From an optimization exercise on the open Yosys and OpenROAD flow, aimed at small area; shortcuts taken in it are not production practice.
Function was checked by simulation only, so behaviour that the tests miss may differ from the original.
Power figures rest on the tool's default switching activity, not on a simulated workload.

<file path="flow/design.v">
`timescale 1ns/1ps
`default_nettype none
package pcs_pkg;
    typedef logic [31:0] xgmii_data_t;       
    typedef logic [3:0]  xgmii_ctrl_t;       
    localparam logic [7:0] XGMII_IDLE  = 8'h07;
    localparam logic [7:0] XGMII_START = 8'hFB;
    localparam logic [7:0] XGMII_TERM  = 8'hFD;
    localparam logic [7:0] XGMII_ERROR = 8'hFE;
endpackage
`default_nettype wire
`timescale 1ns/1ps
`default_nettype none
module pcs_scr_bit #(
    parameter bit CODE = 1'b0,
    parameter bit INV  = 1'b0
) (
    input  wire d0,
    input  wire d1,
    input  wire bd,
    input  wire bl,
    input  wire ce,
    input  wire x1,
    input  wire x2,
    output wire y
);
    wire p = (bd & d0) | (bl & d1) | (CODE & ce);
    assign y = INV ^ p ^ x1 ^ x2;
endmodule
module pcs_xor2 (
    input  wire a,
    input  wire b,
    output wire y
);
    assign y = a ^ b;
endmodule
module pcs_xnor2 (
    input  wire a,
    input  wire b,
    output wire y
);
    assign y = ~(a ^ b);
endmodule
module pcs_scr_xor3 #(
    parameter bit INV = 1'b0
) (
    input  wire p,
    input  wire x1,
    input  wire x2,
    output wire y
);
    wire t;
    pcs_xor2 u_x1 (.a(x1), .b(x2), .y(t));
    if (INV) begin : g_inv
        pcs_xnor2 u_x2 (.a(p), .b(t), .y(y));
    end else begin : g_pos
        pcs_xor2 u_x2 (.a(p), .b(t), .y(y));
    end
endmodule
module pcs_pay_bit #(
    parameter bit CODE = 1'b0
) (
    input  wire d0,
    input  wire d1,
    input  wire bd,
    input  wire bl,
    input  wire ce,
    output wire y
);
    assign y = (bd & d0) | (bl & d1) | (CODE & ce);
endmodule
`default_nettype wire
`timescale 1ns/1ps
`default_nettype none
module pcs_mxi (
    input  wire a,
    input  wire b,
    input  wire s,
    output wire y
);
    assign y = ~(s ? b : a);
endmodule
module pcs_mxi32 (
    input  wire [31:0] a,
    input  wire [31:0] b,
    input  wire [31:0] s,
    output wire [31:0] y
);
    for (genvar i = 0; i < 32; i++) begin : g_bit
        pcs_mxi u_mx (.a(a[i]), .b(b[i]), .s(s[i]), .y(y[i]));
    end
endmodule
`default_nettype wire
`timescale 1ns/1ps
`default_nettype none
import pcs_pkg::*;
module pcs (
    input  wire         gty_tx_usr_clk,
    input  wire         i_arst_n,
    input  pcs_pkg::xgmii_data_t i_xgmii_txd,
    input  pcs_pkg::xgmii_ctrl_t i_xgmii_txc,
    input  wire         i_xgmii_valid,
    output logic        o_xgmii_pause,
    output pcs_pkg::xgmii_data_t o_tx_gearbox_data,
    output logic        o_tx_gearbox_valid,
    output logic        o_tx_encoding_err
);
    logic        hi_q;           
    logic        f0_q;           
    logic        f1_q;           
    logic        f2_q;           
    logic        fresh_q;        
    localparam logic [5:0] ST_C0    = 6'h01;
    localparam logic [5:0] ST_C1    = 6'h02;
    localparam logic [5:0] ST_PAUSE = 6'h09;    
    logic [5:0]  stall_q;
    logic [5:0]  fill_q;         
    logic        trdy, accept, form, gacc, emit, jhi;
    logic        blk_err;        
    logic [3:0]  o;              
    assign trdy   = (stall_q != ST_PAUSE);
    assign accept = i_xgmii_valid & trdy;
    assign form   = accept & hi_q;
    assign gacc   = (f1_q | f2_q) & trdy;
    assign emit   = fill_q[5] | fill_q[4];           
    assign jhi    = fill_q[5];                       
    assign o      = fill_q[3:0];
    assign o_xgmii_pause = ~trdy;
    always_ff @(posedge gty_tx_usr_clk or negedge i_arst_n) begin
        if (!i_arst_n) begin
            hi_q               <= 1'b0;
            f0_q               <= 1'b0;
            f1_q               <= 1'b0;
            f2_q               <= 1'b0;
            fresh_q            <= 1'b1;
            stall_q            <= 6'd0;
            fill_q             <= 6'd0;
            o_tx_gearbox_valid <= 1'b0;
            o_tx_encoding_err  <= 1'b0;
        end else begin
            if (accept) hi_q <= ~hi_q;
            if (trdy) begin
                f0_q <= form;
                f1_q <= f0_q;
                f2_q <= f1_q;
            end
            if (f0_q & trdy) fresh_q <= 1'b0;       
            if (stall_q == 6'd0) begin
                if (gacc) stall_q <= ST_C1;
            end else begin
                stall_q <= trdy ? {stall_q[4:0], stall_q[5] ^ stall_q[4]} : ST_C0;
            end
            fill_q <= fill_q - {emit, 4'd0} + (gacc ? {1'b0, 1'b1, 3'd0, f1_q} : 6'd0);
            o_tx_gearbox_valid <= emit;
            o_tx_encoding_err  <= form & blk_err;
        end
    end
    logic [31:0] lo_d_q;
    logic [3:0]  lo_c_q;
    logic [63:0] txd;
    logic [7:0]  txc;
    logic [7:0]  l_idle, l_err, l_term;
    logic        all_data, start, code_ok, term_any, blk_code, blk_data;
    logic [7:0]  term;           
    logic [7:0]  csuf, zpre, isuf;
    logic [7:0]  below;          
    logic [7:0]  ttype;
    logic [7:0]  pay_lo;         
    logic [7:0]  code_e;         
    logic [63:32] pay_hi;        
    always_ff @(posedge gty_tx_usr_clk) begin
        if (accept) begin
            lo_d_q <= pay_hi;
        end
        if (accept & ~hi_q) begin
            lo_c_q <= i_xgmii_txc;
        end
    end
    assign txd = {i_xgmii_txd, lo_d_q};
    assign txc = {i_xgmii_txc, lo_c_q};
    always_comb begin
        for (int j = 0; j < 8; j++) begin
            l_idle[j] = (txd[8*j +: 8] == XGMII_IDLE);
            l_err[j]  = (txd[8*j +: 8] == XGMII_ERROR);
            l_term[j] = (txd[8*j +: 8] == XGMII_TERM);
        end
        csuf[7] = txc[7];
        isuf[7] = 1'b1;
        for (int k = 6; k >= 0; k--) begin
            csuf[k] = csuf[k+1] & txc[k];
            isuf[k] = isuf[k+1] & l_idle[k+1];
        end
        zpre[0] = 1'b1;
        for (int k = 1; k < 8; k++)
            zpre[k] = zpre[k-1] & ~txc[k-1];
        all_data = zpre[7] & ~txc[7];
        start    = (txc[0] & ~|txc[7:1]) && (txd[7:0] == XGMII_START);
        code_ok  = csuf[0] && ((l_idle | l_err) == 8'hFF);
        for (int k = 0; k < 8; k++)
            term[k] = csuf[k] & zpre[k] & l_term[k] & isuf[k];
        term_any = |term;
        blk_err  = ~(all_data | start | code_ok | term_any);
        blk_code = ~(all_data | start | term_any);
        blk_data = all_data | start;
        below    = {8{term_any}} & ~txc;             
        ttype = 8'h00;
        if (term[0]) ttype = ttype | 8'h87;
        if (term[1]) ttype = ttype | 8'h99;
        if (term[2]) ttype = ttype | 8'hAA;
        if (term[3]) ttype = ttype | 8'hB4;
        if (term[4]) ttype = ttype | 8'hCC;
        if (term[5]) ttype = ttype | 8'hD2;
        if (term[6]) ttype = ttype | 8'hE1;
        if (term[7]) ttype = ttype | 8'hFF;
        pay_lo = (all_data ? txd[7:0] : 8'h00) | (start ? 8'h78 : 8'h00) |
                 (blk_code ? 8'h1E : 8'h00) | ttype;
        for (int j = 0; j < 8; j++)
            code_e[j] = blk_code & (blk_err | l_err[j]);
    end
    logic [63:0] blk_q;          
    logic        hdr_q;          
    logic [63:6] prev_n;         
    logic [31:0] scr_lo;
    logic [63:32] scr_hi;
    logic        mv;
    assign prev_n = ~(blk_q[63:6] | {58{fresh_q}});
    assign mv     = f0_q & trdy;
    for (genvar i = 0; i < 32; i++) begin : g_lo
        if (i < 8) begin : g_type
            pcs_scr_xor3 u_bit (.p(pay_lo[i]), .x1(prev_n[i + 25]), .x2(prev_n[i + 6]), .y(scr_lo[i]));
        end else begin : g_data
            localparam bit CODE = ((i - 8) % 7 >= 1) && ((i - 8) % 7 <= 4);
            pcs_scr_bit #(.CODE(CODE), .INV(1'b0)) u_bit (
                .d0 (txd[i]),
                .d1 (txd[i - 8]),
                .bd (blk_data),
                .bl (below[(i - 8) / 8]),
                .ce (code_e[(i - 8) / 7]),
                .x1 (prev_n[i + 25]),
                .x2 (prev_n[i + 6]),
                .y  (scr_lo[i])
            );
        end
    end
    logic       hp_bd;
    logic [7:0] hp_bl, hp_ce;
    assign hp_bd = blk_data | ~hi_q;
    assign hp_bl = below & {8{hi_q}};
    assign hp_ce = code_e & {8{hi_q}};
    for (genvar i = 32; i < 64; i++) begin : g_pay
        localparam bit CODE = ((i - 8) % 7 >= 1) && ((i - 8) % 7 <= 4);
        pcs_pay_bit #(.CODE(CODE)) u_bit (
            .d0 (txd[i]),
            .d1 (txd[i - 8]),
            .bd (hp_bd),
            .bl (hp_bl[(i - 8) / 8]),
            .ce (hp_ce[((i - 8) / 7) % 8]),
            .y  (pay_hi[i])
        );
    end
    for (genvar i = 32; i < 64; i++) begin : g_hi
        localparam bit T1N = (i < 39);
        localparam bit T2N = (i < 58);
        wire x1 = T1N ? prev_n[(i + 25) % 64] : blk_q[(i - 39) % 64];
        wire x2 = T2N ? prev_n[(i + 6) % 64]  : blk_q[(i - 58) % 64];
        pcs_scr_xor3 #(.INV(T1N ^ T2N)) u_bit (.p(lo_d_q[i - 32]), .x1(x1), .x2(x2), .y(scr_hi[i]));
    end
    always_ff @(posedge gty_tx_usr_clk) begin
        if (form) begin
            blk_q[31:0] <= scr_lo;
            hdr_q       <= all_data;
        end
        if (mv)
            blk_q[63:32] <= scr_hi;
    end
    logic [31:0] rin_n, r1, r2_n, r3, rot_n;    
    logic [31:0] rhi;            
    logic [31:0] m;              
    logic [31:0] sel0, sel1;
    logic [31:0] w0h_n, w1h_n, w0_d, w1_d;
    logic [31:0] w0_q, w1_q, w2_q;
    logic        a0, a1;
    assign a0 = gacc & ~jhi;
    assign a1 = gacc & jhi;
    always_comb begin
        for (int p = 0; p < 32; p++) begin
            m[p]    = (p / 2 >= o);
            sel0[p] = a0 & m[p];
            sel1[p] = a1 & m[p];
        end
    end
    pcs_mxi32 u_rin (.a(blk_q[63:32]), .b({blk_q[29:0], ~hdr_q, hdr_q}), .s({32{f1_q}}), .y(rin_n));
    pcs_mxi32 u_rot0 (.a(rin_n), .b({rin_n[29:0], rin_n[31:30]}), .s({32{o[0]}}), .y(r1));
    pcs_mxi32 u_rot1 (.a(r1),    .b({r1[27:0], r1[31:28]}),       .s({32{o[1]}}), .y(r2_n));
    pcs_mxi32 u_rot2 (.a(r2_n),  .b({r2_n[23:0], r2_n[31:24]}),   .s({32{o[2]}}), .y(r3));
    pcs_mxi32 u_rot3 (.a(r3),    .b({r3[15:0], r3[31:16]}),       .s({32{o[3]}}), .y(rot_n));
    pcs_mxi32 u_rhi  (.a(rot_n), .b(~{16{blk_q[31:30]}}),         .s(m),          .y(rhi));
    pcs_mxi32 u_w1h (.a(w2_q),  .b(rhi),   .s({32{a0}}), .y(w1h_n));
    pcs_mxi32 u_w1d (.a(w1h_n), .b(rot_n), .s(sel1),     .y(w1_d));
    pcs_mxi32 u_w0h (.a(w0_q),  .b(w1_q),  .s({32{emit}}), .y(w0h_n));
    pcs_mxi32 u_w0d (.a(w0h_n), .b(rot_n), .s(sel0),       .y(w0_d));
    always_ff @(posedge gty_tx_usr_clk) begin
        w0_q <= w0_d;
        w1_q <= w1_d;
        w2_q <= rhi;
        o_tx_gearbox_data <= w0_q;
    end
endmodule
`default_nettype wire
</file>
<file path="flow/constraint.sdc">
create_clock -name core_clock -period 4.5 [get_ports {gty_tx_usr_clk}]
set_input_delay 0.9000 -clock core_clock [delete_from_list [all_inputs] [get_ports {gty_tx_usr_clk}]]
set_output_delay 0.9000 -clock core_clock [all_outputs]
set_load 0.01 [all_outputs]
</file>
<file path="flow/flow/run.sh">
#!/bin/bash
# Standard layout (standard.sh) with three changes:
#  - post_fp.tcl, run at the end of floorplan, removes the synthesis buffers
#    and maps combinational cells to their smallest drive strength; placement
#    and timing repair upsize where needed
#  - the port buffers use buf_1
#  - the clock tree uses sink clusters of up to 25 on clkbuf_16 leaves,
#    clkbuf_8 above them, no dummy loads
set -o pipefail
export POST_FLOORPLAN_TCL="$PWD/flow/post_fp.tcl"
export BUFFER_PORTS_ARGS="-buffer_cell sky130_fd_sc_hd__buf_1"
export CTS_ARGS="-sink_clustering_enable -repair_clock_nets -sink_clustering_size 25 -sink_clustering_max_diameter 80 -buf_list sky130_fd_sc_hd__clkbuf_16 -root_buf sky130_fd_sc_hd__clkbuf_8 -tree_buf sky130_fd_sc_hd__clkbuf_8 -dont_use_dummy_load"
bash standard.sh > standard.log 2>&1
</file>
<file path="flow/standard.sh">
#!/bin/bash
# synth_recipe.tcl (not shown) runs the flow's synth.tcl, then flattens the netlist and writes it again
# the make line also repeats each setting of config.mk as NAME=value (left out here)
make -C /OpenROAD-flow-scripts/flow DESIGN_CONFIG=/design/flow/config.mk WORK_HOME=/design/flow/orfs CLKGATE_MAP_FILE= SYNTH_SCRIPT=/design/flow/synth_recipe.tcl "${@:-finish}"
</file>
<file path="flow/config.mk">
export PLATFORM = sky130hd
export DESIGN_NAME = pcs
export DESIGN_NICKNAME = pcs
export VERILOG_FILES = /design/flow/design.v
export SDC_FILE = /design/flow/constraint.sdc
export NUM_CORES = 4
export LEC_CHECK = 0
export CAP_MARGIN = 10
export CORE_MARGIN = 2
export CORE_UTILIZATION = 85
export GPL_TIMING_DRIVEN = 0
export SETUP_SLACK_MARGIN = 0.1
export SLEW_MARGIN = 10
export SYNTH_HIERARCHICAL = 1
</file>
<file path="flow/flow/post_fp.tcl">
# Area recovery before placement: drop the buffers synthesis added and map
# each combinational cell to the smallest cell of the same function family
# (same base name, other drive strength); placement repair upsizes again
# where slew, capacitance or timing need it.
remove_buffers
set db [ord::get_db]
set block [ord::get_db_block]
set nswap 0
foreach inst [$block getInsts] {
  set m [$inst getMaster]
  set name [$m getName]
  if {![regexp {^(sky130_fd_sc_hd__[a-z0-9]+)_([0-9]+)$} $name -> base drive]} { continue }
  if {[regexp {df|dl|sdf|edf|conb|tap|fill|decap|clkbuf|clkinv|clkdly|dlygate} $base]} { continue }
  set best $name
  set barea [expr {[$m getWidth] * [$m getHeight]}]
  foreach d {0 1 2 4} {
    set cand ${base}_$d
    if {$cand eq $name} { continue }
    set cm [$db findMaster $cand]
    if {$cm eq "NULL" || $cm eq ""} { continue }
    if {[lsearch $::env(DONT_USE_CELLS) $cand] >= 0} { continue }
    set ca [expr {[$cm getWidth] * [$cm getHeight]}]
    if {$ca < $barea} { set best $cand; set barea $ca }
  }
  if {$best ne $name} {
    replace_cell [$inst getName] $best
    incr nswap
  }
}
puts "post_fp: downsized $nswap cells"
</file>
==> results.txt <==
## per-stage QoR
stage	hold WS (ns)	instances	worst slack [ns]	total power, mW
4_1_cts	0.331	1394	0.572	11.6
6_report	0.347	1395	0.493	11.9
2_1_floorplan	0.330	1126	0.693	8.44
5_1_grt	0.343	1395	0.453	12.3
3_5_place_dp	0.335	1381	0.0590	10.3
3_3_place_gp	0.334	1373	-0.0644	9.70
## area by class of cell
class	instances	area [sq um]
repair buffers	82	430
flip-flops and latches	248	6080
fillers	550	1250
multi-input cells	832	6740
well taps	188	235
inverters	32	120
clock buffers	13	292
## Yosys stat by module (local to each module, per instance), a selection
module | area, sq um | flip-flops and latches | cells inside | times used
pcs_mxi | 10.0 | 0 | 1 | 320
pcs | 8180 | 248 | 621 | 1
pcs_xnor2 | 8.76 | 0 | 1 | 19
pcs_xor2 | 8.76 | 0 | 1 | 61
## worst max-delay path, delay by kind of cell
kind            cells  cell delay [ns]
compound gates      3             0.84
xor+xnor            1             0.21
buf+inv             1             0.12
simple gates        4             2.16
## registers in the layout, summed over array words and instances, names as in the netlist
| name | flops |
|---|---|
| stall_q | 6 |
| hi_q | 1 |
| w2_q | 32 |
| fresh_q | 1 |
| blk_q | 64 |
| o_tx_gearbox_valid | 1 |
| f2_q | 1 |
| f0_q | 1 |
| o_tx_gearbox_data | 32 |
| w1_q | 32 |
| f1_q | 1 |
| lo_d_q | 32 |
| fill_q | 6 |
| w0_q | 32 |
| hdr_q | 1 |
| o_tx_encoding_err | 1 |
| lo_c_q | 4 |
## power groups by stage
| stage | Combinational (mW) | Sequential, mW | Clock [mW] |
|---|---|---|---|
| finish | 6.38 | 4.37 | 1.14 |
| global placement | 5.19 | 4.51 | 0 |
| detailed placement | 5.95 | 4.34 | 0 |
| CTS | 6.16 | 4.32 | 1.13 |
| floorplan | 4.11 | 4.34 | 0 |
| global route | 6.65 | 4.42 | 1.20 |
## how the worst max path moves through the flow
stage / startpoint / end / slack, ns / depth (start not counted)
after floorplan: i_xgmii_txc[3] / lo_d_q[0] / 0.69 / 5
after global routing: stall_q[4] / blk_q[14] / 0.45 / 8
after detailed placement: i_xgmii_txc[0] / blk_q[26] / 0.06 / 9
final: i_xgmii_txd[12] / blk_q[26] / 0.49 / 9
after CTS: i_xgmii_txc[0] / blk_q[26] / 0.57 / 9
after global placement: i_xgmii_txc[2] / blk_q[26] / -0.06 / 9
## cells in the final DEF, fill, tap and decap left out, drive strengths merged, types with 14 or more instances in the layout
cell type | Yosys | layout
xor2 | 87 | 87
nor2 | 112 | 112
a221o | 18 | 18
a22o | 14 | 14
xnor2 | 47 | 47
nand2 | 30 | 30
a221oi | 16 | 16
dfrtp | 18 | 18
nand4 | 14 | 14
a21oi | 16 | 16
clkbuf | 11 | 14
edfxtp | 101 | 101
inv | 32 | 31
mux2i | 320 | 320
dfxtp | 128 | 128
buf | 3 | 81
## cell families after synthesis
logic type      Yosys count  synth area share, %
simple gates            252                 10.0
fa+ha+maj                14                 1.40
compound gates          110                 7.39
mux                     320                 24.5
flops                   248                 46.4
other cells               1               0.0286
xor+xnor                134                 8.97
buf+inv                  46                 1.33
## routing by layer
metal,vias up,global-route usage (%)
li1,4344,-
met1,4879,52.6
met2,862,77.8
met3,294,8.81
met4,0,34.1
met5,-,0
==> results.toml <==
[grt]
grt_max_degree = 60
grt_pass1_vias = 10500
grt_use_total_pct = 46.2
grt_overflow_total = 0
grt_first_pass_wirelength_mm = 57.5
antenna_found_initial = 0

[clock_tree]
cts_tree = "built"
holdBufCountCts = 0
htreeDepth = 1
cts_resized = 0
clock_latency_ns = 0.54
cts_sinks = 248
clockBufferDepth = 3
cts-root-buf = "clkbuf_8"
cts_buffers = 13
cts_setup_buffers = 0
path_clk_slew_ns = 0.10

[detailed_routing]
routed.top_layer = "met4"
drt_wl_total_mm = 37.8
vias = 10400
drt-vias-per-instance = 7.44
wl_met1_mm = 12.7
firstDrtPassIters = 8
wl_per_cell_um = 27.1
dr.first_iter.drc_count = 1500
drtAntennaViolNets = 0
met2_wirelength_mm = 18.0
wl_met3_mm = 3.70
drcViolationCount = 0

[floorplanning]
die_w_um = 128
dieArea_sq_mm = 0.0164
ioPinCount = 74
rows = 45
core_sq_mm = 0.0151
fp.dieH_um = 128
initial_utilization_pct = 86.4

[yosys]
synth_area_leaders = "mux2i_1 (24%), edfxtp_1 (23%), dfxtp_1 (20%)"
syn_area_sq_mm = 0.0131
ys_seq_area_share_pct = 46.4
synthCells = 1125
netlist_top_cells_count = "mux2i_1 (320), dfxtp_1 (128), nor2_1 (112), edfxtp_1 (101), xor2_1 (87)"
synth_edf_count = 101
synth_cell_types = 64
yosys_register_bits = 248
yosysMostFrequentCell = "mux2i_1"
synth_top_area_cell = "mux2i_1"
syn_area_per_cell_sq_um = 11.6
async_flop_share_pct = 7.66
synth_top_area_share_pct = 24.5
ys.flop_type = "dfxtp_1"
yosys_warnings = 7

[sta]
fin_crit_sh_pct = 89.0
worst_pin_slew_ns = 1.23
rsz0062_at_grt = "false"
fin_skew_ns = 0.0438
slew_headroom_pct = 18.0
period_needed_ns = 4.01
setup_viol = 0
setup_tns_ns = 0
hold_viol_final = 0
finalMaxSlewViolations = 0
max_freq_mhz = 250

[worst_setup_path]
r2r_cells = 8
required_ns = 4.73
r2r_end = "blk_q[26]"
slowest_stage = "or4_1"
crit_type = "in2reg"
end_kind = "flop"
path_cells = "buf_1, or4_1, or4_1, or4_1, a2bb2oi_1, nand2_1, a21oi_1, a221oi_1, xnor2_1"
cp.arrival_ns = 4.24
worstPathMaxFanout = 9
crit_top_cell = "or4_1"
startpoint_type = "input pin"
slowest_delay_ns = 0.65
r2r_start = "lo_d_q[26]"
r2r_slack_ns = 0.53

[pwr]
comb_power_share_pct = 53.7
vdd_drop_max_mv = 0.536
p_int_mw = 6.50
pwr-share-seq_pct = 36.8
netSwitchingPower_mw = 5.38
leakagePower_nw = 5.66
clkPwrFrac_pct = 9.6
cellPowerDensity_mw_per_mm2 = 855
p_sw_share_pct = 45.3

[finish]
fin_util_pct = 91.7
antenna_cells = 0
drive_gt1_share_pct = 3.48
nets = 1262
fin_area_sq_mm = 0.0139
syn2layout_area_growth_pct = 6.16

[status]
status = "complete, no violations"

[placement]
dpl_cell_area_sq_mm = 0.0136
dp_hpwl_mm = 26.3
gp_congestion = 1.06
io_buffers = 73

[worst_hold_path]
min-delay-start = "w0_q[8]"
whs_path_depth = 0
hp-class = "reg2reg"
hold_end = "o_tx_gearbox_data[8]"

[job]
cap_violations = 0

==> static timing again, ports no longer ideal <==
No port has a modelled driver above. Below, the same layout with a new extraction and two added sets of constraints.
Step 1 (the two cells are an assumption about what drives the block):
set clk [get_ports {gty_tx_usr_clk}]
set_driving_cell -lib_cell sky130_fd_sc_hd__clkbuf_16 $clk
set_driving_cell -lib_cell sky130_fd_sc_hd__buf_2 [delete_from_list [all_inputs] $clk]
Step 2 times the ports against the registers' clock, not the clock port: input delays grow and output delays shrink by t, the midpoint of the rising clock arrivals with the driver on.
Slacks: no drivers / after step 1 / after step 2; pairs: no drivers / after step 1.
shift t [ns]: 0.565
slack for setup (ns): 0.493 / 0.516 / -0.049
worst setup path at the end: input to register
clock arrival spread, ns: 0.045 / 0.045
With both steps, setup timing fails in this run, where it was met with ideal ports. For this run, drivers alone change the setup slack by +0.023 ns; drivers and shift together by -0.542 ns.
